What follows belongs to an exercise in optimizing a design on an open flow for small area; a production flow would make more cautious choices. Function was checked by simulation only, so behaviour that the tests miss may differ from the original. No activity file was given, so power comes from the tool's default toggle rates. The clock port is modelled as an ideal driver; clocking choices that lean on that would not hold on a real chip.

==> flow/design.v <==
`timescale 1ns/1ps
package hic_pkg;
    typedef logic [31:0] word_t;
    typedef logic [3:0]  sel_t;
    typedef logic [31:0] adr_t;
    typedef logic [15:0] fifo_level_t;
    typedef enum logic {
        IDLE,
        PUSH
    } frame_state_t;
    localparam adr_t ADR_ID          = 32'h0000_0000;
    localparam adr_t ADR_VERSION     = 32'h0000_0004;
    localparam adr_t ADR_CTRL        = 32'h0000_0008;
    localparam adr_t ADR_IRQ_EN      = 32'h0000_000C;
    localparam adr_t ADR_STATUS      = 32'h0000_0010;
    localparam adr_t ADR_TIME_NOW    = 32'h0000_0014;
    localparam adr_t ADR_ADC_CMD     = 32'h0000_0020;
    localparam adr_t ADR_FIFO_STATUS = 32'h0000_0024;
    localparam adr_t ADR_FIFO_DATA   = 32'h0000_0028;
    localparam adr_t ADR_SNAP_COUNT  = 32'h0000_002C;
    localparam adr_t ADR_RAW_BASE    = 32'h0000_0040;
    localparam word_t CHIP_ID      = 32'h4849_4348;
    localparam word_t CHIP_VERSION = 32'h0000_0001;
    localparam word_t RAW_BASE = 32'h0000_1000;
    localparam int IRQ_EN_BITS = 3;
    typedef struct packed {
        logic  fire;
        logic  we;
        adr_t  adr;
        sel_t  sel;
        word_t dat;
    } wb_cmd_t;
    typedef struct packed {
        logic time_wr;
        logic count_wr;
        logic snapshot;
        logic ovr_clear;
        logic fifo_pop;
    } wr_strobe_t;
endpackage
`timescale 1ns/1ps
`default_nettype none
module home_inventory_wb (
    input  wire        wb_clk_i,
    input  wire        wb_rst_i,
    input  wire        wbs_cyc_i,
    input  wire        wbs_stb_i,
    input  wire        wbs_we_i,
    input  wire [3:0]  wbs_sel_i,
    input  wire [31:0] wbs_adr_i,
    input  wire [31:0] wbs_dat_i,
    output logic       wbs_ack_o,
    output logic [31:0] wbs_dat_o,
    input  wire [7:0]  core_status_i,
    output logic       ctrl_enable_o,
    output logic       ctrl_start_o,
    output logic [2:0] irq_en_o
);
    wire fire = wbs_cyc_i & wbs_stb_i & ~wbs_ack_o;
    wire wr   = fire & wbs_we_i;
    wire rd   = fire & ~wbs_we_i;
    wire       hi0 = (wbs_adr_i[31:7] == 25'd0);
    wire [4:0] wa  = wbs_adr_i[6:2];
    wire a_id    = hi0 & (wa == 5'h00);
    wire a_ver   = hi0 & (wa == 5'h01);
    wire a_ctrl  = hi0 & (wa == 5'h02);
    wire a_irq   = hi0 & (wa == 5'h03);
    wire a_stat  = hi0 & (wa == 5'h04);
    wire a_time  = hi0 & (wa == 5'h05);
    wire a_cmd   = hi0 & (wa == 5'h08);
    wire a_fstat = hi0 & (wa == 5'h09);
    wire a_fdata = hi0 & (wa == 5'h0A);
    wire a_snap  = hi0 & (wa == 5'h0B);
    wire a_raw   = hi0 & (wa[4:3] == 2'b10);
    wire snapshot  = wr & a_cmd & wbs_sel_i[0] & wbs_dat_i[0];
    wire ovr_clear = wr & a_fstat & wbs_sel_i[2] & wbs_dat_i[16];
    wire time_wr   = wr & a_time;
    wire count_wr  = wr & a_snap;
    wire pop_req   = rd & a_fdata;
    wire ctrl_wr   = wr & a_ctrl & wbs_sel_i[0];
    wire irq_wr    = wr & a_irq & wbs_sel_i[0];
    logic start_pending_q;
    always_ff @(posedge wb_clk_i) begin
        if (wb_rst_i) begin
            wbs_ack_o       <= 1'b0;
            ctrl_enable_o   <= 1'b0;
            irq_en_o        <= 3'd0;
            start_pending_q <= 1'b0;
            ctrl_start_o    <= 1'b0;
        end else begin
            wbs_ack_o       <= fire;
            start_pending_q <= ctrl_wr & wbs_dat_i[1];
            ctrl_start_o    <= start_pending_q;
            if (ctrl_wr) ctrl_enable_o <= wbs_dat_i[0];
            if (irq_wr)  irq_en_o      <= wbs_dat_i[2:0];
        end
    end
    logic [31:0] time_q;
    always_ff @(posedge wb_clk_i) begin
        if (wb_rst_i) begin
            time_q <= 32'd0;
        end else if (time_wr) begin
            for (int b = 0; b < 4; b++)
                if (wbs_sel_i[b]) time_q[8*b +: 8] <= wbs_dat_i[8*b +: 8];
        end else begin
            time_q <= time_q + 32'd1;
        end
    end
    logic [31:0] snap_q;
    logic [31:0] raw_q;       
    logic        raw_vld_q;   
    logic [31:0] frm_q;       
    logic [3:0]  seq_q;       
    wire [31:0] next_count = snap_q + 32'd1;
    wire        seq_idle   = seq_q[3] & seq_q[0];
    wire        frame_start = snapshot & seq_idle;
    wire        push        = ~seq_idle;
    wire        frame_drop  = snapshot & ~seq_idle;
    always_ff @(posedge wb_clk_i) begin
        if (wb_rst_i) begin
            snap_q <= 32'd0;
        end else if (snapshot) begin
            snap_q <= next_count;
        end else if (count_wr) begin
            for (int b = 0; b < 4; b++)
                if (wbs_sel_i[b]) snap_q[8*b +: 8] <= wbs_dat_i[8*b +: 8];
        end
    end
    always_ff @(posedge wb_clk_i) begin
        if (wb_rst_i) raw_vld_q <= 1'b0;
        else if (snapshot) raw_vld_q <= 1'b1;
    end
    always_ff @(posedge wb_clk_i) begin
        if (snapshot) raw_q <= next_count;
    end
    always_ff @(posedge wb_clk_i) begin
        if (frame_start) frm_q <= next_count;
    end
    always_ff @(posedge wb_clk_i) begin
        if (wb_rst_i) begin
            seq_q <= 4'b1001;
        end else if (seq_idle) begin
            if (snapshot) seq_q <= 4'b1000;
        end else if (seq_q[3]) begin
            seq_q <= 4'b0000;
        end else if (seq_q[2:0] == 3'd7) begin
            seq_q <= 4'b1001;
        end else begin
            seq_q <= seq_q + 4'd1;
        end
    end
    wire [31:0] push_data = seq_q[3] ? 32'd0 : frm_q + 32'h0000_1000 + {29'd0, seq_q[2:0]};
    logic [31:0] mem [16];
    logic [4:0]  lvl_q;
    logic        ovr_q;
    wire full    = lvl_q[4];
    wire empty   = (lvl_q == 5'd0);
    wire do_push = push & ~full;
    wire do_pop  = pop_req & ~empty;
    always_ff @(posedge wb_clk_i) begin
        if (do_push) begin
            mem[0] <= push_data;
            for (int i = 1; i < 16; i++) mem[i] <= mem[i-1];
        end
    end
    always_ff @(posedge wb_clk_i) begin
        if (wb_rst_i) begin
            lvl_q <= 5'd0;
            ovr_q <= 1'b0;
        end else begin
            if (do_push && !do_pop) lvl_q <= lvl_q + 5'd1;
            else if (do_pop && !do_push) lvl_q <= lvl_q - 5'd1;
            if ((push && full) || frame_drop) ovr_q <= 1'b1;
            else if (ovr_clear) ovr_q <= 1'b0;
        end
    end
    logic [31:0] head;
    always_comb begin
        head = 32'd0;
        for (int i = 0; i < 16; i++)
            head = head | ({32{lvl_q == 5'(i + 1)}} & mem[i]);
    end
    wire [31:0] raw_word = raw_q + 32'h0000_1000 + {29'd0, wa[2:0]};
    always_ff @(posedge wb_clk_i) begin
        wbs_dat_o <= ({32{a_id}}    & 32'h4849_4348)
                   | ({32{a_ver}}   & 32'h0000_0001)
                   | ({32{a_ctrl}}  & {31'd0, ctrl_enable_o})
                   | ({32{a_irq}}   & {29'd0, irq_en_o})
                   | ({32{a_stat}}  & {24'd0, core_status_i})
                   | ({32{a_time}}  & time_q)
                   | ({32{a_fstat}} & {15'd0, ovr_q, 11'd0, lvl_q})
                   | ({32{a_fdata}} & head)
                   | ({32{a_snap}}  & snap_q)
                   | ({32{a_raw & raw_vld_q}} & raw_word);
    end
endmodule
`default_nettype wire
==> flow/flow/run.sh <==
#!/bin/bash
# Standard ORFS layout with three layout-only knobs: ports buffered with buf_1,
# no CTS dummy loads, larger CTS sink clusters.
set -euo pipefail
cd "$(dirname "$0")/.."
bash standard.sh \
  BUFFER_PORTS_ARGS="-buffer_cell sky130_fd_sc_hd__buf_1" \
  CTS_ARGS="-sink_clustering_enable -repair_clock_nets -dont_use_dummy_load -sink_clustering_size 30 -sink_clustering_max_diameter 100" \
  finish > standard.log 2>&1
==> flow/standard.sh <==
#!/bin/bash
# synth_recipe.tcl (not shown) runs the flow's synth.tcl, then flattens the netlist and writes it again
# the make line also repeats each setting of config.mk as NAME=value (left out here)
make -C /OpenROAD-flow-scripts/flow DESIGN_CONFIG=/design/flow/config.mk WORK_HOME=/design/flow/orfs CLKGATE_MAP_FILE= SYNTH_SCRIPT=/design/flow/synth_recipe.tcl "${@:-finish}"
==> flow/config.mk <==
export PLATFORM = sky130hd
export DESIGN_NAME = home_inventory_wb
export DESIGN_NICKNAME = home_inventory_wb
export VERILOG_FILES = /design/flow/design.v
export SDC_FILE = /design/flow/constraint.sdc
export NUM_CORES = 4
export LEC_CHECK = 0
export CAP_MARGIN = 20
export CORE_MARGIN = 2
export CORE_UTILIZATION = 40
export SLEW_MARGIN = 20
==> flow/constraint.sdc <==
create_clock -name core_clock -period 6.0 [get_ports {wb_clk_i}]
set_input_delay 1.2000 -clock core_clock [delete_from_list [all_inputs] [get_ports {wb_clk_i}]]
set_output_delay 1.2000 -clock core_clock [all_outputs]
set_load 0.01 [all_outputs]
==> flow_metrics.tcl, run 1 <==
set metrics [dict create \
    outcome "no timing/DRC/antenna violations" \
    worst_slew_pin_slew_ns 1.10 \
    critPathRequiredTime_ns 6.48 \
    die_w_um 269 \
    holdWs_ns 0.457 \
    async_reset_ff_frac 0 \
    power_density_nw_per_um2 241 \
    drc 0 \
    max-cap-violations 0 \
    yosysSeqAreaShare 0.698 \
    rsz0062_at_grt "no" \
    antenna_found_initial 0 \
    h-tree-depth 1 \
    synth_nets 2122 \
    period_minus_slack_ns 3.63 \
    grt-ovfl-total 0 \
    vias 18198 \
    post-cts-setup-buffers 0 \
    drt_iter0_drc 2222 \
    die_y_um 269 \
    grt_pass1_vias 17586 \
    finalSetupTns_ns 0 \
    synth.area.top_cells "edfxtp_1, dfxtp_1, a22oi_1, nand3_1, a222oi_1" \
    critPathLaunchType "input pin" \
    ys_seq_elements 690 \
    yosysTopAreaCellShare 0.617 \
    syn_inst 2022 \
    yosysMostFrequentCell "edfxtp_1" \
    fin_crit_sh 0.605 \
    synth_warnings 2 \
    dp_hpwl_um 47000 \
    initial_core_util 0.402 \
    clk_path_buf_depth 3 \
    port-buffer-count 116 \
    arrival_ns 4.12 \
    grt_max_degree 184 \
    core-area_um2 69700 \
    insertion_delay_ns 0.60 \
    multi_input_area_um2 8070 \
    synth_area_per_cell_um2 13.9 \
    final_hold_viol_count 0 \
    place_area_um2 29800 \
    yosysTopAreaCell "edfxtp_1" \
    clk_pin_slew_worst_paths_ns 0.11 \
    fin_area_um2 30400 \
    cts_hold_repair.buffers 0 \
    vias_per_cell 5.99 \
    slew_viol_final 0 \
    max_freq_mhz 275 \
    p_leak_nw 7.78 \
    wirelength_um 73100 \
    clock-root-buffer "clkbuf_16" \
    cts_inserted_buffers 26 \
    first_pass_iters 6 \
    synth_cell_types 70 \
    register_area_um2 19600 \
    setup.worst_path.class "input pin to flop" \
    syn_area_um2 28000 \
    final_nets 2200 \
    rows 97 \
    max_slew_margin 0.268 \
    grtUsageTotal 0.199 \
    clkSinkCount 690 \
    irDropWorstVdd_uv 174 \
    final_util 0.437 \
    hold_path_class "flop to flop" \
    dp.cells 3011 \
    netlist_top_cells_count "edfxtp_1, a22oi_1, dfxtp_1" \
    fin_cells 3038 \
    wl_per_cell_um 24.1 \
    fillers 6336 \
    n_antenna_cell 0 \
    endpoint_kind "flop" \
    die-area_um2 72200 \
    gp_congestion 0.893 \
    setup_viol 0 \
    cts-resized-gates 0 \
    synth-edff-count 576 \
    synthFlopType "edfxtp_1" \
    io_pins 119 \
    clock_skew_ns 0.0120 \
    drive_above_1_share 0.0586 \
    cts_tree "done" \
    ant_nets 0 \
    grt_pass1_wl_um 109000 \
    crit_path_max_fanout 9 \
    synthToLayoutAreaGrowth_pct 8.60 \
]
placed cells by master, fill, tap and decap left out, drive strengths merged, types with 13 or more instances in the layout:
master / n
edfxtp: 576
buf: 163
a22oi: 162
dfxtp: 114
nor2: 108
nand2: 107
nand3: 92
a21oi: 79
o21ai: 70
nand4: 67
xnor2: 48
a222oi: 45
xor2: 42
nor3: 42
a221oi: 35
nor4: 29
clkbuf: 27
a22o: 26
inv: 26
o211ai: 25
and3: 20
ha: 17
and2: 17
a31oi: 13
layer usage:
layer	wire, um	up-vias	track usage
met3	5300	108	0.0237
li1	-	8174	-
met1	30200	9096	0.268
met5	0	-	0
met4	2250	0	0.0632
met2	35400	820	0.336
final timing paths:
path / from / slack, ns / cells past startpoint / endpoint
hold reg to reg: mem[14][26] / 0.46 / 0 / mem[15][26]
hold / removal: mem[14][26] / 0.46 / 0 / mem[15][26]
setup / recovery: wbs_adr_i[5] / 2.37 / 11 / lvl_q[3]
setup reg to reg: lvl_q[3] / 2.68 / 8 / wbs_dat_o[24]
logic make-up (layout without fill, tap and decap cells):
family                   after synthesis  after routing  share of synthesized area
adder cells (fa/ha/maj)               19             19                    0.00901
buffers and inverters                140            216                     0.0204
XOR/XNOR                              90             90                     0.0281
flip-flops                           690            690                      0.698
AND/OR/NAND/NOR                      571            571                      0.111
AO/OA/AOI/OAI                        495            495                      0.127
multiplexers                          17             17                    0.00643
power breakdown:
group | internal (mW) | switching [mW] | total (mW)
logic | 0.0275 | 0.0559 | 0.0834
clock network | 0.785 | 1.36 | 2.15
registers | 5.11 | 0.00316 | 5.11
total | 5.92 | 1.42 | 7.34
layout make-up:
cell class,instances,share of cell area
flip-flops and latches,690,0.643
multi-input cells,1192,0.265
well taps,940,0.0386
repair buffers,164,0.0285
clock buffers,26,0.0214
inverters,26,0.00329
per-stage QoR:
stage          power (mW)  worst slack [ns]
2_1_floorplan        5.26             -4.57
3_3_place_gp         5.30              1.76
3_5_place_dp         5.30              1.73
4_1_cts              7.40              2.38
5_1_grt              7.55              2.14
6_report             7.34              2.37
registers in the layout, summed over array words and instances (netlist names):
name,cells
ctrl_enable_o,1
ctrl_start_o,1
frm_q,32
irq_en_o,3
lvl_q,5
mem,512
ovr_q,1
raw_q,32
raw_vld_q,1
seq_q,4
snap_q,32
start_pending_q,1
time_q,32
wbs_ack_o,1
wbs_dat_o,32
critical path, cell delays in order:
cell and delay [ns]:
buf_1 0.14, nor3b_1 0.34, nand4_4 0.25, nor2_1 0.34
nand2_1 0.23, or4_1 0.52, ha_1 0.31, or4_1 0.41
a21oi_1 0.18, xnor2_1 0.13, nor2_1 0.05
==> inputs of run 2 (changes only) <==
==> flow/run.sh (new file) <==
#!/bin/bash
# synth_recipe.tcl (not shown) runs the flow's synth.tcl, then flattens the netlist and writes it again
# the make line also repeats each setting of config.mk as NAME=value (left out here)
make -C /OpenROAD-flow-scripts/flow DESIGN_CONFIG=/design/flow/config.mk WORK_HOME=/design/flow/orfs CLKGATE_MAP_FILE= SYNTH_SCRIPT=/design/flow/synth_recipe.tcl finish
removed: flow/flow/run.sh
removed: flow/standard.sh
==> run 2 against run 1 <==
Against the previous run: synthesized cell count unchanged; die area unchanged; combinational power up 39%; count of clock-buffer cells in the layout grew 63.
==> flow_metrics.tcl, run 2 <==
set metrics [dict create \
    die-area_um2 72200 \
    fin_crit_sh 0.693 \
    synthToLayoutAreaGrowth_pct 17.0 \
    internal_power_mw 7.75 \
    synth_cell_types 70 \
    fillers 6099 \
    cts-resized-gates 0 \
    wl_per_cell_um 23.8 \
    irDropWorstVdd_uv 175 \
    synth_area_per_cell_um2 13.9 \
    core-area_um2 69700 \
    clkSinkCount 690 \
    h-tree-depth 3 \
    syn_inst 2022 \
    yosysTopAreaCell "edfxtp_1" \
    synth_warnings 2 \
    comb_power_share 0.012 \
    holdPathStages 0 \
    clock_skew_ns 0.0278 \
    rsz0062_at_grt "no" \
    initial_core_util 0.402 \
    holdWs_ns 0.435 \
    grt_max_degree 200 \
    synth_nets 2122 \
    grt-ovfl-total 0 \
    ant_nets 0 \
    grt_pass1_wl_um 111000 \
    final_hold_viol_count 0 \
    outcome "no timing/DRC/antenna violations" \
    drt_iter0_drc 2291 \
    rows 97 \
    synthFlopType "edfxtp_1" \
    p_sw_mw 1.92 \
    setup_viol 0 \
    multi_input_area_um2 8060 \
    cts_hold_repair.buffers 0 \
    largest_register_ffs 512 \
    vias_per_cell 5.91 \
    die_y_um 269 \
    clk_path_buf_depth 3 \
    clk_pin_slew_worst_paths_ns 0.06 \
    async_reset_ff_frac 0 \
    cts_inserted_buffers 70 \
    layout_common_cells "edfxtp_1, a22oi_1, clkdlybuf4s50_1" \
    fin_cells 3144 \
    power_density_nw_per_um2 295 \
    port-buffer-count 116 \
    drc 0 \
    hold_path_class "flop to flop" \
    critPathRequiredTime_ns 6.48 \
    wl_met1_um 30700 \
    post-cts-setup-buffers 0 \
    slew_viol_final 0 \
    final_nets 2246 \
    critPathLaunchType "input pin" \
    wirelength_um 74800 \
    yosysSeqAreaShare 0.698 \
    max_freq_mhz 241 \
    synth.area.top_cells "edfxtp_1, dfxtp_1, a22oi_1, nand3_1, a222oi_1" \
    cts_tree "done" \
    synth-edff-count 576 \
    first_pass_iters 6 \
    top_register "mem" \
    final_util 0.471 \
    max_slew_margin 0.293 \
    endpoint_kind "flop" \
    yosysTopAreaCellShare 0.617 \
    r2r_cells 7 \
    grtUsageTotal 0.205 \
    grt_pass1_vias 18044 \
    setup.worst_path.class "input pin to flop" \
    clock-root-buffer "clkbuf_16" \
    layout_commonest_cell "edfxtp_1" \
    netlist_top_cells_count "edfxtp_1, a22oi_1, dfxtp_1" \
    wl_met3_um 6150 \
    p_seq_frac 0.529 \
    io_pins 119 \
    wl_met2_um 35700 \
    n_antenna_cell 0 \
    period_minus_slack_ns 4.16 \
    dp.cells 3014 \
    insertion_delay_ns 0.62 \
    ys_seq_elements 690 \
    dp_hpwl_um 46500 \
    yosysMostFrequentCell "edfxtp_1" \
    arrival_ns 4.63 \
    top_layer_used "met5" \
    worst_slew_pin_slew_ns 1.06 \
    p_leak_nw 8.89 \
    die_w_um 269 \
    register_area_um2 19600 \
    syn_area_um2 28000 \
    gp_congestion 0.885 \
    clockPowerShare 0.459 \
    antenna_found_initial 1 \
    max-cap-violations 0 \
    switching_share 0.199 \
    drive_above_1_share 0.0898 \
    crit_path_max_fanout 9 \
    vias 18570 \
]
run 2: worst max-delay path: stages:
cell and delay (ns):
clkdlybuf4s50_1 0.52, nor3b_1 0.39, nand4_4 0.24, nor2_1 0.35
nand2_1 0.25, or4_1 0.54, ha_1 0.32, or4_1 0.43
a21oi_1 0.19, xnor2_1 0.13, nor2_1 0.05
run 2: worst paths after layout:
path / from / end / slack, ns
max: wbs_adr_i[4] / lvl_q[3] / 1.84
min: mem[11][14] / mem[12][14] / 0.44
max reg2reg: lvl_q[4] / wbs_dat_o[13] / 2.66
min reg2reg: mem[11][14] / mem[12][14] / 0.44
run 2: cell families (layout without fill, tap and decap cells):
logic type      Yosys count  in the layout  share of synthesized area
flops                   690            690                      0.698
mux                      17             17                    0.00643
xor+xnor                 90             90                     0.0281
simple gates            571            571                      0.111
buf+inv                 140            322                     0.0204
compound gates          495            495                      0.127
fa+ha+maj                19             19                    0.00901
run 2: stage by stage:
| stage | TNS [ns] | area, um^2 | worst slack, ns | power (mW) |
|---|---|---|---|---|
| after detailed placement | 0 | 30500 | 1.29 | 5.34 |
| after floorplan | -1772.97 | 28100 | -4.57 | 5.26 |
| after global routing | 0 | 32800 | 1.63 | 9.95 |
| final | 0 | 32800 | 1.84 | 9.67 |
| after CTS | 0 | 32800 | 1.91 | 9.76 |
| after global placement | 0 | 30500 | 1.33 | 5.33 |
run 2: metal layers:
layer  up-vias  global-route usage
met5         -                   0
met4         2              0.0757
met3       143              0.0355
met2       885               0.338
met1      9208               0.273
li1       8332                   -
run 2: power by group through the flow:
| stage | clock [mW] | combinational (mW) | sequential (mW) |
|---|---|---|---|
| after floorplan | 0 | 0.0357 | 5.22 |
| after global placement | 0 | 0.114 | 5.22 |
| after detailed placement | 0 | 0.116 | 5.22 |
| after CTS | 4.53 | 0.116 | 5.12 |
| after global routing | 4.71 | 0.123 | 5.11 |
| final | 4.43 | 0.116 | 5.12 |
run 2: area by class of cell:
type                       count  area share
multi-input combinational   1192       0.246
inverter                      26     0.00305
clock buffer                  89      0.0581
timing repair buffer         166      0.0474
sequential                   690       0.597
clock inverter                41      0.0130
tap                          940      0.0358
==> inputs of run 3 (changes only) <==
--- a/flow/config.mk
+++ b/flow/config.mk
@@ -5,7 +5,7 @@
 export SDC_FILE = /design/flow/constraint.sdc
 export NUM_CORES = 4
 export LEC_CHECK = 0
-export CAP_MARGIN = 20
+export CAP_MARGIN = 0
 export CORE_MARGIN = 2
-export CORE_UTILIZATION = 40
-export SLEW_MARGIN = 20
+export CORE_UTILIZATION = 60
+export SLEW_MARGIN = 0
==> run 3 against run 2 <==
Against the previous run: still clean; combinational power is essentially flat; maximum frequency is 4.3% higher; clock power fell by 5%; total power fell by 2.1%; sequential share of layout area grew 1.1 points; critical endpoint unchanged; largest cell class unchanged.
==> flow_metrics.tcl, run 3 <==
set metrics [dict create \
    fin_crit_sh 0.664 \
    gp_congestion 0.923 \
    final_nets 2245 \
    irDropWorstVdd_uv 285 \
    clkSinkCount 690 \
    top_register "mem" \
    clk_pin_slew_worst_paths_ns 0.06 \
    synth-edff-count 576 \
    grt_pass1_wl_um 108000 \
    cts_hold_repair.buffers 0 \
    outcome "no timing/DRC/antenna violations" \
    setup_viol 0 \
    critPathRequiredTime_ns 6.48 \
    dp_hpwl_um 45500 \
    fin_area_um2 32200 \
    final_hold_viol_count 0 \
    synth.area.top_cells "edfxtp_1, dfxtp_1, a22oi_1, nand3_1, a222oi_1" \
    hold_path_class "flop to flop" \
    drive_above_1_share 0.0877 \
    synthToLayoutAreaGrowth_pct 15.0 \
    synth_area_per_cell_um2 13.9 \
    drt_iter0_drc 2594 \
    p_leak_nw 8.82 \
    rows 79 \
    netlist_top_cells_count "edfxtp_1, a22oi_1, dfxtp_1" \
    clock-root-buffer "clkbuf_16" \
    antenna_found_initial 0 \
    grt_max_degree 217 \
    largest_register_ffs 512 \
    period_minus_slack_ns 3.98 \
    vias 18650 \
    holdPathStages 0 \
    crit_path_max_fanout 9 \
    endpoint_kind "flop" \
    core-area_um2 46400 \
    synth_nets 2122 \
    cts-resized-gates 0 \
    insertion_delay_ns 0.61 \
    clk_path_buf_depth 3 \
    die_y_um 220 \
    layout_commonest_cell "edfxtp_1" \
    cpPeakStageDelay_ns 0.52 \
    max_freq_mhz 251 \
    io_pins 119 \
    vias_per_cell 6.64 \
    synth_cell_types 70 \
    async_reset_ff_frac 0 \
    max-cap-violations 0 \
    synth_warnings 2 \
    critPathBufInv 1 \
    grt-ovfl-total 0 \
    first_pass_iters 6 \
    arrival_ns 4.46 \
    slew_viol_final 0 \
    r2r_cells 8 \
    wl_per_cell_um 25.8 \
    critPathLaunchType "input pin" \
    port-buffer-count 116 \
    crit_family "simple AND/OR/NAND/NOR gates" \
    rsz0062_at_grt "no" \
    grtUsageTotal 0.300 \
    cpMaxStageDelayCell "or4_1" \
    final_util 0.695 \
    power_density_nw_per_um2 294 \
    yosysTopAreaCell "edfxtp_1" \
    syn_inst 2022 \
    syn_area_um2 28000 \
    cts_inserted_buffers 70 \
    yosysMostFrequentCell "edfxtp_1" \
    ant_nets 0 \
    max_slew_margin 0.168 \
    path_cells "clkdlybuf4s50_1 -> nor3b_1 -> nand4_4 -> nor2_1 -> nand2_1 -> or4_1 -> ha_1 -> or4_1 -> a21oi_1 -> xnor2_1 -> nor2_1" \
    ys_seq_elements 690 \
    clock_skew_ns 0.0215 \
    die_w_um 220 \
    yosysSeqAreaShare 0.698 \
    cp.depth 11 \
    grt_pass1_vias 17853 \
    h-tree-depth 3 \
    worst_slew_pin_slew_ns 1.24 \
    setup.worst_path.class "input pin to flop" \
    initial_core_util 0.605 \
    die-area_um2 48500 \
    drc 0 \
    wirelength_um 72300 \
    place_area_um2 30000 \
    yosysTopAreaCellShare 0.617 \
    post-cts-setup-buffers 0 \
    cts_tree "done" \
    n_antenna_cell 0 \
    synthFlopType "edfxtp_1" \
    layout_common_cells "edfxtp_1, a22oi_1, clkdlybuf4s50_1" \
]
[run 3: path summary, 6_finish.rpt]
| check | from | slack, ns | to |
|---|---|---|---|
| setup / recovery | wbs_adr_i[4] | 2.02 | lvl_q[3] |
| hold / removal | mem[13][12] | 0.43 | mem[14][12] |
| setup reg to reg | lvl_q[1] | 2.54 | wbs_dat_o[13] |
| hold reg to reg | mem[13][12] | 0.43 | mem[14][12] |
[run 3: cell type report]
cell class	instances	area, um^2
Fill cell	3145	14100
Sequential cell	690	19600
Tap cell	607	759
Clock inverter	29	279
Inverter	26	100
Clock buffer	98	1920
Multi-Input combinational cell	1192	8060
Timing Repair Buffer	165	1540
[run 3: cells by family after synthesis]
logic type,share of synthesized area
xor+xnor,0.0281
simple gates,0.111
mux,0.00643
compound gates,0.127
fa+ha+maj,0.00901
buf+inv,0.0204
flops,0.698
[run 3: worst register-to-register path, cell delays in order (launching register included)]
cell and delay [ns]:
dfxtp_1 0.55, inv_1 0.15, ha_1 0.30, and4bb_2 0.39, buf_4 0.32, a221oi_1 0.46, nand3_1 0.13, o21ai_0 0.69
o211ai_1 0.29
[run 3: per-layer routing]
metal | global-route usage | up-vias | wire [um]
li1 | - | 8341 | -
met1 | 0.434 | 9194 | 30500
met2 | 0.467 | 968 | 33300
met3 | 0.0576 | 147 | 6370
met4 | 0.0886 | 0 | 2120
met5 | 0 | - | 0
[run 3: report_power, final]
group	leakage [nW]	internal [mW]	switching, mW
combinational	3.29	0.0610	0.0545
sequential	4.46	5.12	0.00299
clock	1.08	2.39	1.84
total	8.82	7.57	1.90
[run 3: stage by stage]
step | instances | total power [mW] | setup TNS [ns] | hold slack, ns | setup WS [ns]
floorplan | 2022 | 5.26 | -1772.97 | 0.414 | -4.57
global placement | 2680 | 5.33 | 0 | 0.428 | 1.41
detailed placement | 2680 | 5.33 | 0 | 0.431 | 1.43
CTS | 2807 | 9.53 | 0 | 0.442 | 2.07
global route | 2807 | 9.72 | 0 | 0.446 | 1.88
finish | 2807 | 9.47 | 0 | 0.432 | 2.02
==> inputs of run 4 (changes only) <==
--- a/flow/design.v
+++ b/flow/design.v
@@ -95,46 +95,54 @@
             if (irq_wr)  irq_en_o      <= wbs_dat_i[2:0];
         end
     end
+    wire [31:0] dat_z = wbs_dat_i & {32{~wb_rst_i}};
     logic [31:0] time_q;
-    always_ff @(posedge wb_clk_i) begin
-        if (wb_rst_i) begin
-            time_q <= 32'd0;
-        end else if (time_wr) begin
-            for (int b = 0; b < 4; b++)
-                if (wbs_sel_i[b]) time_q[8*b +: 8] <= wbs_dat_i[8*b +: 8];
-        end else begin
-            time_q <= time_q + 32'd1;
-        end
+    wire  [3:0]  time_ld  = ({4{time_wr}} & wbs_sel_i) | {4{wb_rst_i}};
+    logic [32:0] time_cy;
+    logic [31:0] time_inc;
+    always_comb begin
+        time_cy[0] = ~time_wr;
+        for (int i = 0; i < 32; i++) begin
+            time_inc[i]   = time_q[i] ^ time_cy[i];
+            time_cy[i+1]  = time_q[i] & time_cy[i];
+        end
+    end
+    always_ff @(posedge wb_clk_i) begin
+        for (int b = 0; b < 4; b++)
+            time_q[8*b +: 8] <= time_ld[b] ? dat_z[8*b +: 8] : time_inc[8*b +: 8];
     end
     logic [31:0] snap_q;
     logic [31:0] raw_q;       
     logic        raw_vld_q;   
     logic [31:0] frm_q;       
     logic [3:0]  seq_q;       
-    wire [31:0] next_count = snap_q + 32'd1;
+    logic [32:0] snap_cy;
+    logic [31:0] snap_inc;
+    always_comb begin
+        snap_cy[0] = snapshot;
+        for (int i = 0; i < 32; i++) begin
+            snap_inc[i]  = snap_q[i] ^ snap_cy[i];
+            snap_cy[i+1] = snap_q[i] & snap_cy[i];
+        end
+    end
     wire        seq_idle   = seq_q[3] & seq_q[0];
     wire        frame_start = snapshot & seq_idle;
     wire        push        = ~seq_idle;
     wire        frame_drop  = snapshot & ~seq_idle;
-    always_ff @(posedge wb_clk_i) begin
-        if (wb_rst_i) begin
-            snap_q <= 32'd0;
-        end else if (snapshot) begin
-            snap_q <= next_count;
-        end else if (count_wr) begin
-            for (int b = 0; b < 4; b++)
-                if (wbs_sel_i[b]) snap_q[8*b +: 8] <= wbs_dat_i[8*b +: 8];
-        end
+    wire [3:0] snap_ld = ({4{count_wr}} & wbs_sel_i) | {4{wb_rst_i}};
+    always_ff @(posedge wb_clk_i) begin
+        for (int b = 0; b < 4; b++)
+            snap_q[8*b +: 8] <= snap_ld[b] ? dat_z[8*b +: 8] : snap_inc[8*b +: 8];
     end
     always_ff @(posedge wb_clk_i) begin
         if (wb_rst_i) raw_vld_q <= 1'b0;
         else if (snapshot) raw_vld_q <= 1'b1;
     end
     always_ff @(posedge wb_clk_i) begin
-        if (snapshot) raw_q <= next_count;
-    end
-    always_ff @(posedge wb_clk_i) begin
-        if (frame_start) frm_q <= next_count;
+        if (snapshot) raw_q <= snap_inc;
+    end
+    always_ff @(posedge wb_clk_i) begin
+        if (frame_start) frm_q <= snap_inc;
     end
     always_ff @(posedge wb_clk_i) begin
         if (wb_rst_i) begin
@@ -149,7 +157,9 @@
             seq_q <= seq_q + 4'd1;
         end
     end
-    wire [31:0] push_data = seq_q[3] ? 32'd0 : frm_q + 32'h0000_1000 + {29'd0, seq_q[2:0]};
+    wire [31:0] frm_word;
+    hic_plus_base u_frm_add (.v_i(frm_q), .off_i(seq_q[2:0]), .s_o(frm_word));
+    wire [31:0] push_data = seq_q[3] ? 32'd0 : frm_word;
     logic [31:0] mem [16];
     logic [4:0]  lvl_q;
     logic        ovr_q;
@@ -180,7 +190,8 @@
         for (int i = 0; i < 16; i++)
             head = head | ({32{lvl_q == 5'(i + 1)}} & mem[i]);
     end
-    wire [31:0] raw_word = raw_q + 32'h0000_1000 + {29'd0, wa[2:0]};
+    wire [31:0] raw_word;
+    hic_plus_base u_raw_add (.v_i(raw_q), .off_i(wa[2:0]), .s_o(raw_word));
     always_ff @(posedge wb_clk_i) begin
         wbs_dat_o <= ({32{a_id}}    & 32'h4849_4348)
                    | ({32{a_ver}}   & 32'h0000_0001)
@@ -194,4 +205,26 @@
                    | ({32{a_raw & raw_vld_q}} & raw_word);
     end
 endmodule
+module hic_plus_base (
+    input  wire [31:0] v_i,
+    input  wire [2:0]  off_i,
+    output logic [31:0] s_o
+);
+    logic [32:0] cy;
+    always_comb begin
+        cy[0] = 1'b0;
+        for (int i = 0; i < 32; i++) begin
+            if (i < 3) begin
+                s_o[i]  = v_i[i] ^ off_i[i] ^ cy[i];
+                cy[i+1] = (v_i[i] & off_i[i]) | (cy[i] & (v_i[i] ^ off_i[i]));
+            end else if (i == 12) begin
+                s_o[i]  = ~(v_i[i] ^ cy[i]);
+                cy[i+1] = v_i[i] | cy[i];
+            end else begin
+                s_o[i]  = v_i[i] ^ cy[i];
+                cy[i+1] = v_i[i] & cy[i];
+            end
+        end
+    end
+endmodule
 `default_nettype wire
==> flow/flow/run.sh (new file) <==
#!/bin/bash
# Standard ORFS layout (standard.sh) with layout-only knobs: every port still gets a
# buffer, but a buf_1; clock tree without dummy loads and with larger sink clusters.
set -euo pipefail
cd "$(dirname "$0")/.."
bash standard.sh \
  BUFFER_PORTS_ARGS="-buffer_cell sky130_fd_sc_hd__buf_1" \
  CTS_ARGS="-sink_clustering_enable -repair_clock_nets -dont_use_dummy_load -sink_clustering_size 24 -sink_clustering_max_diameter 80" \
  finish > standard.log 2>&1
==> flow/standard.sh (new file) <==
#!/bin/bash
# synth_recipe.tcl (not shown) runs the flow's synth.tcl, then flattens the netlist and writes it again
# the make line also repeats each setting of config.mk as NAME=value (left out here)
make -C /OpenROAD-flow-scripts/flow DESIGN_CONFIG=/design/flow/config.mk WORK_HOME=/design/flow/orfs CLKGATE_MAP_FILE= SYNTH_SCRIPT=/design/flow/synth_recipe.tcl "${@:-finish}"
--- a/flow/config.mk
+++ b/flow/config.mk
@@ -5,7 +5,7 @@
 export SDC_FILE = /design/flow/constraint.sdc
 export NUM_CORES = 4
 export LEC_CHECK = 0
-export CAP_MARGIN = 0
+export CAP_MARGIN = 20
 export CORE_MARGIN = 2
-export CORE_UTILIZATION = 60
-export SLEW_MARGIN = 0
+export CORE_UTILIZATION = 40
+export SLEW_MARGIN = 20
removed: flow/run.sh
==> run 4 against run 3 <==
Against the previous run: via count fell by 11%; the layout now fails its checks (negative setup slack); clock power is about 40% lower; total power down 18%; highest routed layer is now met5; first-iteration DRC count decreased by 18%.
==> flow_metrics.tcl, run 4 <==
set metrics [dict create \
    ant_nets 0 \
    syn_area_um2 27900 \
    gp_congestion 0.849 \
    worst_slew_pin_slew_ns 1.15 \
    fin_ws_ns -0.819 \
    insertion_delay_ns 0.60 \
    p_seq_frac 0.660 \
    drt_iter0_drc 2137 \
    crit_path_max_fanout 2 \
    cts_hold_repair.buffers 0 \
    yosysSeqAreaShare 0.702 \
    max-cap-violations 0 \
    cts_inserted_buffers 36 \
    final_util 0.471 \
    switching_share 0.196 \
    synth-edff-count 576 \
    antenna_found_initial 4 \
    synthFlopType "edfxtp_1" \
    final_hold_viol_count 0 \
    cts_tree "done" \
    grt_pass1_wl_um 108000 \
    critPathLaunchType "input pin" \
    total_power_mw 7.74 \
    violatedChecks "negative setup slack" \
    grtUsageTotal 0.204 \
    dp_hpwl_um 48100 \
    layout_common_cells "edfxtp_1, a22oi_1, ha_4" \
    setup_viol 25 \
    grt-ovfl-total 0 \
    async_reset_ff_frac 0 \
    endpoint_kind "flop" \
    wl_per_cell_um 25.9 \
    irDropWorstVdd_uv 175 \
    cpPeakStageDelay_ns 0.29 \
    first_pass_iters 6 \
    outcome "finished with violations" \
    place_area_um2 31000 \
    power_density_nw_per_um2 239 \
    p_leak_nw 8.59 \
    slew_viol_final 0 \
    core-area_um2 68800 \
    top_register "mem" \
    port-buffer-count 116 \
    synth_nets 2002 \
    clock_skew_ns 0.0622 \
    yosysTopAreaCell "edfxtp_1" \
    rows 96 \
    initial_core_util 0.405 \
    drc 0 \
    vias 16583 \
    cpMostUsedCell "ha_4" \
    clk_pin_slew_worst_paths_ns 0.10 \
    die_w_um 268 \
    holdPathStages 0 \
    synth_warnings 3 \
    hold_path_class "flop to flop" \
    vias_per_cell 5.83 \
    yosysMostFrequentCell "edfxtp_1" \
    clockPowerShare 0.328 \
    ys_seq_elements 690 \
    clkSinkCount 690 \
    die_y_um 268 \
    internal_power_mw 6.23 \
    synth.area.top_cells "edfxtp_1, dfxtp_1, ha_1, a22oi_1, mux2i_1" \
    drive_above_1_share 0.182 \
    largest_register_ffs 512 \
    grt_max_degree 199 \
    arrival_ns 7.24 \
    rsz0062_at_grt "yes" \
    p_sw_mw 1.52 \
    fin_crit_sh 1.14 \
    max_freq_mhz 147 \
    syn_inst 1788 \
    cpMaxStageDelayCell "nor4_4" \
    fin_area_um2 32400 \
    clock-root-buffer "clkbuf_16" \
    r2r_cells 38 \
    io_pins 119 \
    setup.worst_path.class "input pin to flop" \
    yosysTopAreaCellShare 0.620 \
    fillers 5893 \
    die-area_um2 71800 \
    comb_power_share 0.012 \
    synth_cell_types 67 \
    wirelength_um 73700 \
    holdWs_ns 0.409 \
    critPathRequiredTime_ns 6.43 \
    grt_pass1_vias 16502 \
    synth_area_per_cell_um2 15.6 \
    synthToLayoutAreaGrowth_pct 16.2 \
    final_nets 2127 \
    max_slew_margin 0.231 \
    h-tree-depth 2 \
    clk_path_buf_depth 3 \
    netlist_top_cells_count "edfxtp_1, a22oi_1, ha_1" \
    period_minus_slack_ns 6.82 \
    layout_commonest_cell "edfxtp_1" \
]
-- run 4: cell count changes after synthesis, sizes merged, moves of 29 or more --
cell   before  now
xnor2      48    2
nand4      67   19
mux2i       9   81
a21oi      79   14
o21ai      70   25
mux2        8   48
nand3      92   31
xor2       42    5
ha         17  129
nor2b      11   40
-- run 4: worst paths after layout --
check | start | endpoint | slack, ns
hold / removal | mem[1][24] | mem[2][24] | 0.41
setup reg to reg | raw_q[0] | wbs_dat_o[31] | -0.20
setup / recovery | wbs_adr_i[14] | time_q[31] | -0.82
hold reg to reg | mem[1][24] | mem[2][24] | 0.41
-- run 4: power groups by stage --
| stage | Clock (mW) | Sequential (mW) | Combinational [mW] |
|---|---|---|---|
| 6_report | 2.54 | 5.11 | 0.0932 |
| 5_1_grt | 2.74 | 5.11 | 0.103 |
| 4_1_cts | 2.59 | 5.11 | 0.0931 |
| 3_5_place_dp | 0 | 5.22 | 0.0910 |
| 3_3_place_gp | 0 | 5.22 | 0.0900 |
| 2_1_floorplan | 0 | 5.22 | 0.0389 |
-- run 4: timing repair --
item / CTS / global route
resized for setup: 85 / 10
endpoints found under the setup margin: 36 / 31
buffers inserted: 1 / 1
hold endpoints to repair: 0 / 0
cloned: 0 / 0
pin swaps: 45 / 11
-- run 4: per-layer routing --
metal	up-vias	share of wire	GRT usage
li1	7311	-	-
met1	8436	0.42	0.282
met2	726	0.47	0.327
met3	106	0.083	0.0448
met4	4	0.023	0.0541
met5	-	0.00041	0
-- run 4: cells by family (layout without fill, tap and decap cells) --
family / after synthesis / after routing / share of synthesized area
flip-flops: 690 / 690 / 0.702
AND/OR/NAND/NOR: 378 / 378 / 0.0780
AO/OA/AOI/OAI: 328 / 328 / 0.0909
adder cells (fa/ha/maj): 133 / 133 / 0.0608
multiplexers: 129 / 129 / 0.0485
buffers and inverters: 123 / 246 / 0.0174
XOR/XNOR: 7 / 7 / 0.00220
other: 0 / 2 / 0
-- run 4: cell type report --
cell class / instances / area (um^2) / share of cell area
antenna: 2 / 5.00 / 0.000154
clock buffer: 36 / 901 / 0.0278
inverter: 24 / 92.6 / 0.00286
multi-input combinational: 975 / 9620 / 0.297
sequential: 690 / 19600 / 0.605
tap: 931 / 1160 / 0.0360
timing repair buffer: 186 / 1030 / 0.0318
-- run 4: critical path: cells and delay by family --
kind	cells	cell delay [ns]
mux	1	0.12
simple gates	5	0.92
xor+xnor	1	0.13
fa+ha+maj	31	4.70
buf+inv	1	0.10
-- run 4: metrics by stage --
stage	std cells	setup WS, ns	setup TNS [ns]
final	2844	-0.819	-8.77
after global routing	2842	-0.967	-11.56
after CTS	2841	-0.842	-10.40
after detailed placement	2804	-1.51	-38.78
after global placement	2804	-1.49	-36.99
after floorplan	1788	-4.68	-1878.70
==> inputs of run 5 (changes only) <==
--- a/flow/design.v
+++ b/flow/design.v
@@ -98,15 +98,8 @@
     wire [31:0] dat_z = wbs_dat_i & {32{~wb_rst_i}};
     logic [31:0] time_q;
     wire  [3:0]  time_ld  = ({4{time_wr}} & wbs_sel_i) | {4{wb_rst_i}};
-    logic [32:0] time_cy;
     logic [31:0] time_inc;
-    always_comb begin
-        time_cy[0] = ~time_wr;
-        for (int i = 0; i < 32; i++) begin
-            time_inc[i]   = time_q[i] ^ time_cy[i];
-            time_cy[i+1]  = time_q[i] & time_cy[i];
-        end
-    end
+    hic_inc32 u_time_inc (.q_i(time_q), .cin_i(~time_wr), .s_o(time_inc));
     always_ff @(posedge wb_clk_i) begin
         for (int b = 0; b < 4; b++)
             time_q[8*b +: 8] <= time_ld[b] ? dat_z[8*b +: 8] : time_inc[8*b +: 8];
@@ -116,15 +109,8 @@
     logic        raw_vld_q;   
     logic [31:0] frm_q;       
     logic [3:0]  seq_q;       
-    logic [32:0] snap_cy;
     logic [31:0] snap_inc;
-    always_comb begin
-        snap_cy[0] = snapshot;
-        for (int i = 0; i < 32; i++) begin
-            snap_inc[i]  = snap_q[i] ^ snap_cy[i];
-            snap_cy[i+1] = snap_q[i] & snap_cy[i];
-        end
-    end
+    hic_inc32 u_snap_inc (.q_i(snap_q), .cin_i(snapshot), .s_o(snap_inc));
     wire        seq_idle   = seq_q[3] & seq_q[0];
     wire        frame_start = snapshot & seq_idle;
     wire        push        = ~seq_idle;
@@ -157,8 +143,7 @@
             seq_q <= seq_q + 4'd1;
         end
     end
-    wire [31:0] frm_word;
-    hic_plus_base u_frm_add (.v_i(frm_q), .off_i(seq_q[2:0]), .s_o(frm_word));
+    wire [31:0] frm_word = frm_q + 32'h0000_1000 + {29'd0, seq_q[2:0]};
     wire [31:0] push_data = seq_q[3] ? 32'd0 : frm_word;
     logic [31:0] mem [16];
     logic [4:0]  lvl_q;
@@ -190,8 +175,7 @@
         for (int i = 0; i < 16; i++)
             head = head | ({32{lvl_q == 5'(i + 1)}} & mem[i]);
     end
-    wire [31:0] raw_word;
-    hic_plus_base u_raw_add (.v_i(raw_q), .off_i(wa[2:0]), .s_o(raw_word));
+    wire [31:0] raw_word = raw_q + 32'h0000_1000 + {29'd0, wa[2:0]};
     always_ff @(posedge wb_clk_i) begin
         wbs_dat_o <= ({32{a_id}}    & 32'h4849_4348)
                    | ({32{a_ver}}   & 32'h0000_0001)
@@ -205,26 +189,23 @@
                    | ({32{a_raw & raw_vld_q}} & raw_word);
     end
 endmodule
-module hic_plus_base (
-    input  wire [31:0] v_i,
-    input  wire [2:0]  off_i,
+module hic_inc32 (
+    input  wire [31:0] q_i,
+    input  wire        cin_i,
     output logic [31:0] s_o
 );
-    logic [32:0] cy;
+    logic [31:0] pre;     
+    logic [3:0]  ones;    
+    logic [3:0]  lane;    
     always_comb begin
-        cy[0] = 1'b0;
-        for (int i = 0; i < 32; i++) begin
-            if (i < 3) begin
-                s_o[i]  = v_i[i] ^ off_i[i] ^ cy[i];
-                cy[i+1] = (v_i[i] & off_i[i]) | (cy[i] & (v_i[i] ^ off_i[i]));
-            end else if (i == 12) begin
-                s_o[i]  = ~(v_i[i] ^ cy[i]);
-                cy[i+1] = v_i[i] | cy[i];
-            end else begin
-                s_o[i]  = v_i[i] ^ cy[i];
-                cy[i+1] = v_i[i] & cy[i];
-            end
-        end
+        for (int b = 0; b < 4; b++) begin
+            pre[8*b] = 1'b1;
+            for (int i = 1; i < 8; i++) pre[8*b+i] = pre[8*b+i-1] & q_i[8*b+i-1];
+            ones[b] = pre[8*b+7] & q_i[8*b+7];
+        end
+        lane[0] = 1'b1;
+        for (int b = 1; b < 4; b++) lane[b] = lane[b-1] & ones[b-1];
+        for (int i = 0; i < 32; i++) s_o[i] = q_i[i] ^ (cin_i & lane[i/8] & pre[i]);
     end
 endmodule
 `default_nettype wire
==> run 5 against run 4 <==
Against the previous run: now clean on timing, DRC and antenna; first-iteration DRC count decreased by 3.4%; sequential power increased by 18%; clock skew decreased by 0.020 ns; final cell count increased by 0.56%; design area decreased by 7.3%; combinational power increased to 9.2 times the previous value; die area decreased by 1.5%; count of clock-buffer cells in the layout unchanged; setup slack improved by 2.8 ns; largest power group unchanged; highest routed layer is now met4.
==> flow_metrics.tcl, run 5 <==
set metrics [dict create \
    outcome "no timing/DRC/antenna violations" \
    vias_per_cell 6.05 \
    die_w_um 266 \
    rows 96 \
    ys_seq_elements 690 \
    worst_slew_pin_slew_ns 1.08 \
    final_hold_viol_count 0 \
    period_minus_slack_ns 4.00 \
    cts_inserted_buffers 36 \
    syn_inst 1889 \
    clk_path_buf_depth 3 \
    max_slew_margin 0.281 \
    antenna_found_initial 0 \
    insertion_delay_ns 0.58 \
    layout_commonest_cell "edfxtp_1" \
    grt_pass1_wl_um 104000 \
    synth_warnings 3 \
    syn_area_um2 27500 \
    cpPeakStageDelay_ns 0.95 \
    r2r-start "lvl_q[0]" \
    clock_skew_ns 0.0421 \
    cpMaxStageDelayCell "nand3_1" \
    synth_top_family_by_area "compound AO/OA/AOI/OAI gates" \
    grt_max_degree 189 \
    arrival_ns 4.43 \
    irDropWorstVdd_uv 180 \
    drive_above_1_share 0.0561 \
    synth_cell_types 62 \
    cts_tree "done" \
    grtUsageMet1 0.272 \
    cts_hold_repair.buffers 0 \
    setup.worst_path.class "input pin to flop" \
    yosysSeqAreaShare 0.713 \
    synth-compound-area-share 0.117 \
    synth-edff-count 576 \
    fin_crit_sh 0.666 \
    h-tree-depth 2 \
    dp_hpwl_um 43500 \
    max-cap-violations 0 \
    path_cells "buf_1 -> nor3_1 -> nand3_1 -> nor3_1 -> nand3_1 -> o211ai_1" \
    busiest_layer "met2" \
    layout_common_cells "edfxtp_1, nor2_1, buf_1" \
    rsz0062_at_grt "no" \
    fin_area_um2 30000 \
    grt_pass1_vias 16976 \
    synth_nets 1995 \
    p_leak_nw 9.53 \
    setup_viol 0 \
    drt_iter0_drc 2065 \
    synth-adder-area-share 0.0119 \
    wirelength_um 70000 \
    fillers 6139 \
    critPathRequiredTime_ns 6.43 \
    yosys.area_share.simple 0.0966 \
    async_reset_ff_frac 0 \
    io_pins 119 \
    rrSetupSlack_ns 2.50 \
    largest_register_ffs 512 \
    die_y_um 266 \
    grt-ovfl-total 0 \
    synth.mux.area_fraction 0.00779 \
    gp_congestion 0.908 \
    multi_input_area_um2 7520 \
    grtUsageMet2 0.307 \
    grt.met3_usage 0.0347 \
    yosysTopAreaCell "edfxtp_1" \
    crit_path_max_fanout 24 \
    synth_xor_area_frac 0.0338 \
    grtUsageTotal 0.193 \
    port-buffer-count 116 \
    hold_path_class "flop to flop" \
    final_util 0.440 \
    yosysMostFrequentCell "edfxtp_1" \
    finalSetupTns_ns 0 \
    cts-resized-gates 0 \
    slew_viol_final 0 \
    wl_per_cell_um 24.5 \
    final_nets 2086 \
    power_density_nw_per_um2 313 \
    first_pass_iters 8 \
    netlist_top_cells_count "edfxtp_1, nor2_1, dfxtp_1" \
    total_power_mw 9.40 \
    synthToLayoutAreaGrowth_pct 9.34 \
    max_freq_mhz 250 \
    core-area_um2 68200 \
    vias 17307 \
    regToRegEndpoint "wbs_dat_o[13]" \
    clk_pin_slew_worst_paths_ns 0.09 \
    min-delay-start "mem[14][10]" \
    place_area_um2 29100 \
    clkSinkCount 690 \
    post-cts-setup-buffers 0 \
    ant_nets 0 \
    register_area_um2 19600 \
    hold_end "mem[15][10]" \
    synth_area_per_cell_um2 14.5 \
    top_register "mem" \
    initial_core_util 0.402 \
    clock-root-buffer "clkbuf_16" \
    synth.area.top_cells "edfxtp_1, dfxtp_1, a22oi_1, a222oi_1, xnor2_1" \
    die-area_um2 70700 \
    critPathLaunchType "input pin" \
    n_antenna_cell 0 \
    r2r_cells 9 \
    holdWs_ns 0.432 \
    synthFlopType "edfxtp_1" \
    drc 0 \
    holdPathStages 0 \
    endpoint_kind "flop" \
    yosysTopAreaCellShare 0.630 \
]
run 5: report_power, final:
part | total (mW) | internal (mW) | switching [mW]
clock | 2.52 | 1.08 | 1.44
combinational | 0.858 | 0.241 | 0.617
sequential | 6.03 | 5.79 | 0.238
run 5: cell type report:
cell class	count	area share
well taps	882	0.0368
repair buffers	157	0.0258
inverters	38	0.00475
flip-flops and latches	690	0.652
clock buffers	36	0.0300
multi-input cells	1057	0.250
run 5: critical path, delay by kind of cell:
kind	cells	cell delay, ns
buffers and inverters	1	0.07
AND/OR/NAND/NOR	4	2.55
AO/OA/AOI/OAI	1	0.58
run 5: layer usage:
| layer | share of wire | vias to the layer above |
|---|---|---|
| met1 | 0.42 | 8681 |
| li1 | - | 7711 |
| met4 | 0.029 | 0 |
| met3 | 0.087 | 105 |
| met2 | 0.46 | 810 |
| met5 | 0 | - |
run 5: metrics by stage:
stage	setup slack [ns]	cells
2_1_floorplan	-4.58	1889
3_3_place_gp	1.62	2824
3_5_place_dp	1.60	2824
4_1_cts	2.14	2860
5_1_grt	1.67	2860
6_report	2.00	2860
run 5: worst max-delay path by stage:
stage / start / end / slack (ns) / cells past startpoint
after global placement: wbs_adr_i[19] / wbs_dat_o[13] / 1.62 / 6
after floorplan: seq_q[0] / lvl_q[2] / -4.58 / 5
after global routing: wbs_adr_i[19] / wbs_dat_o[20] / 1.67 / 6
after detailed placement: wbs_adr_i[19] / wbs_dat_o[20] / 1.60 / 6
after CTS: wbs_adr_i[19] / wbs_dat_o[20] / 2.14 / 6
final: wbs_adr_i[19] / wbs_dat_o[23] / 2.00 / 6
run 5: cells by family (layout without fill, tap and decap cells):
family,count (synthesis),after routing
adder cells (fa/ha/maj),25,25
multiplexers,21,21
flip-flops,690,690
XOR/XNOR,105,105
AND/OR/NAND/NOR,496,496
buffers and inverters,142,231
AO/OA/AOI/OAI,410,410
==> inputs of run 6 (changes only) <==
==> flow/flow/run.sh (replaced) <==
#!/bin/bash
# Standard ORFS layout (standard.sh) with layout-only knobs: every port still gets a
# buffer, but a buf_1; clock tree without dummy loads and with larger sink clusters.
set -euo pipefail
cd "$(dirname "$0")/.."
bash standard.sh \
  BUFFER_PORTS_ARGS="-buffer_cell sky130_fd_sc_hd__buf_1" \
  CTS_ARGS="-sink_clustering_enable -repair_clock_nets -dont_use_dummy_load -sink_clustering_size 26 -sink_clustering_max_diameter 90" \
  finish > standard.log 2>&1
==> run 6 against run 5 <==
Against the previous run: clock skew is 0.024 ns lower; still clean; total power is 2.6% lower; core utilization is 0.22 points lower; area after synthesis stayed put; synthesized cell count stayed put; die area stayed put; maximum frequency is 2.5% higher; critical path depth stayed put; register-to-register slack hardly changed; count of clock-buffer cells in the layout is 6 lower; non-clock buffer count stayed put.
==> flow_metrics.tcl, run 6 <==
set metrics [dict create \
    outcome "no timing/DRC/antenna violations" \
    synth_warnings 3 \
    synthToLayoutAreaGrowth_pct 8.79 \
    largest_register_ffs 512 \
    final_hold_viol_count 0 \
    yosysTopAreaCell "edfxtp_1" \
    period_minus_slack_ns 3.90 \
    cpPeakStageDelay_ns 0.94 \
    total_power_mw 9.16 \
    synthFlopType "edfxtp_1" \
    clock-root-buffer "clkbuf_16" \
    multi_input_area_um2 7520 \
    gp_congestion 0.908 \
    final_util 0.438 \
    regToRegEndpoint "wbs_dat_o[13]" \
    yosysMostFrequentCell "edfxtp_1" \
    hold_end "ctrl_start_o" \
    holdWs_ns 0.446 \
    ys_seq_elements 690 \
    rrSetupSlack_ns 2.49 \
    crit_family "simple AND/OR/NAND/NOR gates" \
    port-buffer-count 116 \
    arrival_ns 4.40 \
    synth_top_family_by_area "compound AO/OA/AOI/OAI gates" \
    antenna_found_initial 0 \
    netlist_top_cells_count "edfxtp_1, nor2_1, dfxtp_1" \
    grt-ovfl-total 0 \
    layout_common_cells "edfxtp_1, nor2_1, buf_1" \
    r2r-start "lvl_q[0]" \
    crit_path_max_fanout 24 \
    pre_cts_ws_ns 1.60 \
    wl_per_cell_um 24.4 \
    drc 0 \
    dp.cells 2824 \
    post-cts-setup-buffers 0 \
    cpMaxStageDelayCell "nand3_1" \
    first_pass_iters 9 \
    grtUsageTotal 0.192 \
    clk_path_buf_depth 3 \
    clkSinkCount 690 \
    fin_area_um2 29900 \
    synth-adder-area-share 0.0119 \
    p_leak_nw 9.46 \
    yosys.area_share.simple 0.0966 \
    setup.worst_path.class "input pin to flop" \
    min-delay-start "start_pending_q" \
    synth_nets 1995 \
    die_y_um 266 \
    slew_viol_final 0 \
    cts-resized-gates 0 \
    max_slew_margin 0.282 \
    synth_area_per_cell_um2 14.5 \
    initial_core_util 0.402 \
    syn_inst 1889 \
    critPathBufInv 1 \
    synth-edff-count 576 \
    grt_pass1_wl_um 104000 \
    synth.area.top_cells "edfxtp_1, dfxtp_1, a22oi_1, a222oi_1, xnor2_1" \
    vias_per_cell 6.03 \
    cts_tree "done" \
    max-cap-violations 0 \
    async_reset_ff_frac 0 \
    synth.mux.area_fraction 0.00779 \
    clk_pin_slew_worst_paths_ns 0.10 \
    setup_viol 0 \
    path_cells "buf_1 -> nor3_1 -> nand3_1 -> nor3_1 -> nand3_1 -> o211ai_1" \
    endpoint_kind "flop" \
    rsz0062_at_grt "no" \
    ant_nets 0 \
    n_antenna_cell 0 \
    grt_max_degree 189 \
    fin_ws_ns 2.10 \
    h-tree-depth 1 \
    place_area_um2 29100 \
    holdPathStages 1 \
    die-area_um2 70700 \
    register_area_um2 19600 \
    critPathRequiredTime_ns 6.50 \
    max_freq_mhz 256 \
    cts_inserted_buffers 30 \
    dp_hpwl_um 43500 \
    syn_area_um2 27500 \
    power_density_nw_per_um2 307 \
    fin_cells 2854 \
    synth_cell_types 62 \
    irDropWorstVdd_uv 194 \
    synth-compound-area-share 0.117 \
    layout_commonest_cell "edfxtp_1" \
    drt_iter0_drc 2022 \
    fillers 6136 \
    hold_path_class "flop to flop" \
    r2r_cells 9 \
    cts_hold_repair.buffers 0 \
    fin_crit_sh 0.650 \
    die_w_um 266 \
    clock_skew_ns 0.0179 \
    vias 17217 \
    yosysTopAreaCellShare 0.630 \
    top_register "mem" \
    grt_pass1_vias 16912 \
    insertion_delay_ns 0.62 \
    drive_above_1_share 0.0532 \
    wirelength_um 69600 \
    critPathLaunchType "input pin" \
    finalSetupTns_ns 0 \
    yosysSeqAreaShare 0.713 \
    final_nets 2080 \
    io_pins 119 \
    rows 96 \
    core-area_um2 68200 \
    worst_slew_pin_slew_ns 1.07 \
    synth_xor_area_frac 0.0338 \
]
==> run 6: cell types whose count changed in the layout (fill, tap and decap cells not counted), sizes merged <==
cell    change
clkbuf      -6
==> run 6: routing by layer <==
| layer | wire [um] | GRT usage | part of all wire | vias up |
|---|---|---|---|---|
| li1 | - | - | - | 7706 |
| met1 | 29600 | 0.270 | 0.42 | 8632 |
| met4 | 1930 | 0.0544 | 0.028 | 0 |
| met2 | 32200 | 0.307 | 0.46 | 771 |
| met3 | 5960 | 0.0333 | 0.086 | 108 |
| met5 | 0 | 0 | 0 | - |
==> run 6: cell families (layout without fill, tap and decap cells) <==
group | Yosys count | after routing
compound gates | 410 | 410
xor+xnor | 105 | 105
fa+ha+maj | 25 | 25
buf+inv | 142 | 225
flops | 690 | 690
mux | 21 | 21
simple gates | 496 | 496
==> run 6: how the worst max path moves through the flow <==
stage / start / to / slack [ns] / depth (start not counted)
6_report: wbs_adr_i[19] / wbs_dat_o[11] / 2.10 / 6
5_1_grt: wbs_adr_i[19] / wbs_dat_o[20] / 1.72 / 6
4_1_cts: wbs_adr_i[19] / wbs_dat_o[11] / 2.22 / 6
3_5_place_dp: wbs_adr_i[19] / wbs_dat_o[20] / 1.60 / 6
3_3_place_gp: wbs_adr_i[19] / wbs_dat_o[13] / 1.62 / 6
2_1_floorplan: seq_q[0] / lvl_q[2] / -4.58 / 5
==> run 6: final cells by class <==
class	instances	share of cell area
clock buffer	30	0.0251
sequential	690	0.656
timing repair buffer	157	0.0259
tap	882	0.0369
multi-input combinational	1057	0.252
inverter	38	0.00478
==> run 6: report_power, final <==
part           total, mW  internal (mW)  switching (mW)
Sequential          6.03           5.79           0.238
Combinational      0.856          0.241           0.615
Clock               2.28          0.893            1.38
==> inputs of run 7 (changes only) <==
--- a/flow/design.v
+++ b/flow/design.v
@@ -152,10 +152,13 @@
     wire empty   = (lvl_q == 5'd0);
     wire do_push = push & ~full;
     wire do_pop  = pop_req & ~empty;
-    always_ff @(posedge wb_clk_i) begin
-        if (do_push) begin
-            mem[0] <= push_data;
-            for (int i = 1; i < 16; i++) mem[i] <= mem[i-1];
+    wire [4:0] wr_slot = do_pop ? lvl_q - 5'd1 : lvl_q;
+    for (genvar i = 0; i < 16; i++) begin : g_ent
+        wire [31:0] above = (i == 15) ? 32'd0 : mem[(i == 15) ? i : i + 1];
+        always_ff @(posedge wb_clk_i) begin
+            if (wb_rst_i) mem[i] <= 32'd0;
+            else mem[i] <= (do_pop ? above : mem[i])
+                         | ({32{do_push && wr_slot == 5'(i)}} & push_data);
         end
     end
     always_ff @(posedge wb_clk_i) begin
@@ -169,12 +172,7 @@
             else if (ovr_clear) ovr_q <= 1'b0;
         end
     end
-    logic [31:0] head;
-    always_comb begin
-        head = 32'd0;
-        for (int i = 0; i < 16; i++)
-            head = head | ({32{lvl_q == 5'(i + 1)}} & mem[i]);
-    end
+    wire [31:0] head = mem[0];
     wire [31:0] raw_word = raw_q + 32'h0000_1000 + {29'd0, wa[2:0]};
     always_ff @(posedge wb_clk_i) begin
         wbs_dat_o <= ({32{a_id}}    & 32'h4849_4348)
==> flow/flow/run.sh (replaced) <==
#!/bin/bash
# Standard ORFS layout (standard.sh, standard synthesis unchanged) with layout-only knobs:
#  - after floorplan, the combinational logic is re-mapped for area (flow/restructure.tcl),
#    using only cells the platform allows;
#  - every port still gets a buffer, but a buf_1;
#  - clock tree without dummy loads and with larger sink clusters.
# The make output goes to standard.log; ORFS keeps each step's log under orfs/logs.
set -euo pipefail
cd "$(dirname "$0")/.."
export FLOW_FLOW_DIR="$(pwd)/flow"
bash standard.sh \
  POST_FLOORPLAN_TCL="$(pwd)/flow/restructure.tcl" \
  BUFFER_PORTS_ARGS="-buffer_cell sky130_fd_sc_hd__buf_1" \
  CTS_ARGS="-sink_clustering_enable -repair_clock_nets -dont_use_dummy_load -sink_clustering_size 26 -sink_clustering_max_diameter 90" \
  finish > standard.log 2>&1
==> flow/flow/lib_filter.py (new file) <==
#!/usr/bin/env python3
"""Copy a liberty file without the cells named in DONT_USE_CELLS (glob patterns), so that
restructure maps only to cells the platform allows. usage: lib_filter.py IN OUT"""
import fnmatch
import os
import re
import sys

src, dst = sys.argv[1], sys.argv[2]
pats = os.environ.get("DONT_USE_CELLS", "").split()
text = open(src).read()
out = []
pos = 0
for m in re.finditer(r'^\s*cell\s*\(\s*"?([A-Za-z0-9_]+)"?\s*\)\s*\{', text, re.M):
    if m.start() < pos:
        continue
    name = m.group(1)
    # end of this cell group: matching brace
    depth = 0
    i = m.end() - 1
    while True:
        c = text[i]
        if c == "{":
            depth += 1
        elif c == "}":
            depth -= 1
            if depth == 0:
                break
        i += 1
    if any(fnmatch.fnmatch(name, p) for p in pats):
        out.append(text[pos:m.start()])
        pos = i + 1
out.append(text[pos:])
open(dst, "w").write("".join(out))
==> flow/flow/restructure.tcl (new file) <==
# Sourced after floorplan (POST_FLOORPLAN_TCL): re-map the synthesized
# combinational logic for area with OpenROAD's restructure. Registers are untouched.
# restructure reads its own liberty file, so it gets one without the don't-use cells.
set lib $::env(OBJECTS_DIR)/restructure_lib.lib
exec python3 $::env(FLOW_FLOW_DIR)/lib_filter.py [lindex $::env(LIB_FILES) 0] $lib
file mkdir $::env(OBJECTS_DIR)/rs
report_design_area
restructure -target area -liberty_file $lib \
  -tielo_port $::env(TIELO_CELL_AND_PORT) -tiehi_port $::env(TIEHI_CELL_AND_PORT) \
  -work_dir $::env(OBJECTS_DIR)/rs -abc_logfile $::env(LOG_DIR)/2_1_restructure_abc.log
report_design_area
==> run 7 against run 6 <==
Against the previous run: sequential power shrank 23%; synthesized cell count grew 63%; die area grew 8.2%; clock power is essentially flat; non-clock buffer count grew 39; register-to-register slack lost 1.3 ns; core utilization shrank 4.1 points; sequential share of layout area shrank 16 points; critical endpoint is now mem[3][31]; highest routed layer is now met5; setup slack lost 1.5 ns; final cell count grew 29%; worst hold slack is essentially flat; first-iteration DRC count grew 52%.
==> flow_metrics.tcl, run 7 <==
set metrics [dict create \
    drt_iter0_drc 3073 \
    first_pass_iters 7 \
    grt_pass1_wl_um 121000 \
    critPathBufInv 8 \
    p_sw_mw 1.50 \
    ys_seq_elements 690 \
    fin_ws_ns 0.550 \
    core-area_um2 73300 \
    layout_commonest_cell "dfxtp_1" \
    synth_area_per_cell_um2 9.65 \
    pre_cts_ws_ns 0.0627 \
    register_area_um2 14500 \
    io_pins 119 \
    arrival_ns 6.00 \
    cpMaxStageDelayCell "nor2_1" \
    hold_path_class "flop to flop" \
    yosysTopAreaCell "dfxtp_1" \
    multi_input_area_um2 10800 \
    cts_inserted_buffers 31 \
    vias 22846 \
    internal_power_mw 5.59 \
    path_cells "buf_1 -> or4_1 -> or3_1 -> nand4b_1 -> or2_0 -> nor3_2 -> clkinv_1 -> nor4_2 -> buf_4 -> inv_8 -> nor2_1 -> a21oi_1 -> nor4_1 -> buf_4 -> clkinv_1 -> nor2_1 -> clkinv_1 -> buf_12 -> o21ai_0" \
    fin_crit_sh 0.908 \
    grtUsageTotal 0.196 \
    slew_viol_final 0 \
    setup.worst_path.class "input pin to flop" \
    worst_slew_pin_slew_ns 1.13 \
    wl_per_cell_um 21.5 \
    final_hold_viol_count 0 \
    synth_warnings 3 \
    die_w_um 277 \
    clock-root-buffer "clkbuf_16" \
    outcome "no timing/DRC/antenna violations" \
    clkSinkCount 690 \
    finalSetupTns_ns 0 \
    post-cts-setup-buffers 0 \
    p_leak_nw 8.90 \
    synth-edff-count 64 \
    fillers 7170 \
    insertion_delay_ns 0.63 \
    endpoint_kind "flop" \
    crit_family "simple AND/OR/NAND/NOR gates" \
    cts-resized-gates 0 \
    cts_tree "done" \
    critPathLaunchType "input pin" \
    critPathRequiredTime_ns 6.55 \
    drc 0 \
    rows 99 \
    synth_cell_types 66 \
]
==> run 7: changes by cell type in the layout (fill, tap and decap cells not counted), sizes merged, moves of 58 or more <==
| cell | before | now |
|---|---|---|
| edfxtp | 576 | 64 |
| o21ai | 43 | 421 |
| nor2 | 132 | 227 |
| o22ai | 0 | 58 |
| a22oi | 108 | 22 |
| clkinv | 0 | 191 |
| dfxtp | 114 | 626 |
| o221ai | 0 | 396 |
| xnor2 | 62 | 0 |
==> run 7: area by class of cell <==
type | count | area share
multi-input combinational | 1616 | 0.370
tap | 959 | 0.0412
inverter | 193 | 0.0254
timing repair buffer | 196 | 0.0400
sequential | 690 | 0.497
antenna | 1 | 0.0000860
clock buffer | 31 | 0.0267
==> run 7: metrics by stage <==
stage | utilization | hold WS (ns) | power [mW] | std cells | instance area, um^2
final | 0.397 | 0.445 | 7.09 | 3686 | 29100
after global routing | 0.397 | 0.475 | 7.32 | 3685 | 29100
after global placement | 0.385 | 0.440 | 4.88 | 3647 | 28200
after CTS | 0.396 | 0.452 | 7.16 | 3679 | 29000
after detailed placement | 0.385 | 0.429 | 4.88 | 3648 | 28200
after floorplan | - | 0.414 | 5.00 | 3081 | 29700
==> run 7: final timing paths <==
check / cells past startpoint / slack [ns] / endpoint / start
min reg2reg: 1 / 0.45 / ctrl_start_o / start_pending_q
max: 19 / 0.55 / mem[3][31] / wbs_adr_i[23]
min: 1 / 0.45 / ctrl_start_o / start_pending_q
max reg2reg: 19 / 1.17 / mem[1][30] / seq_q[1]
==> run 7: kinds of logic (layout without fill, tap and decap cells) <==
group | count (synthesis) | after routing | synth area share
AOI/OAI and AO/OA | 719 | 1210 | 0.156
xor gates and xnor gates | 97 | 5 | 0.0286
adders and majority gates | 22 | 0 | 0.00968
buffers and inverters | 327 | 420 | 0.0444
DFF | 690 | 690 | 0.486
muxes | 409 | 0 | 0.138
other | 0 | 1 | 0
and+or+nand+nor | 817 | 401 | 0.137
==> run 7: power groups by stage <==
| stage | sequential [mW] | combinational [mW] | clock (mW) |
|---|---|---|---|
| 6_report | 4.64 | 0.138 | 2.31 |
| 4_1_cts | 4.64 | 0.136 | 2.38 |
| 5_1_grt | 4.64 | 0.147 | 2.54 |
| 3_3_place_gp | 4.74 | 0.133 | 0 |
| 2_1_floorplan | 4.76 | 0.247 | 0 |
| 3_5_place_dp | 4.75 | 0.136 | 0 |
==> run 7: layer usage <==
metal | up-vias | GRT usage | wire length [um]
met1 | 11243 | 0.272 | 34800
met3 | 103 | 0.0302 | 6560
met4 | 6 | 0.0453 | 1520
met5 | - | 0 | 36
met2 | 819 | 0.319 | 36200
li1 | 10675 | - | -

Re-timed with assumed drivers on the ports (clkbuf_16 on the clock, buf_2 on other inputs), run 7 has 0.592 ns of setup slack against 0.550 ns with ideal ports, and -0.081 ns once port delays also move by the mid clock arrival of 0.673 ns.
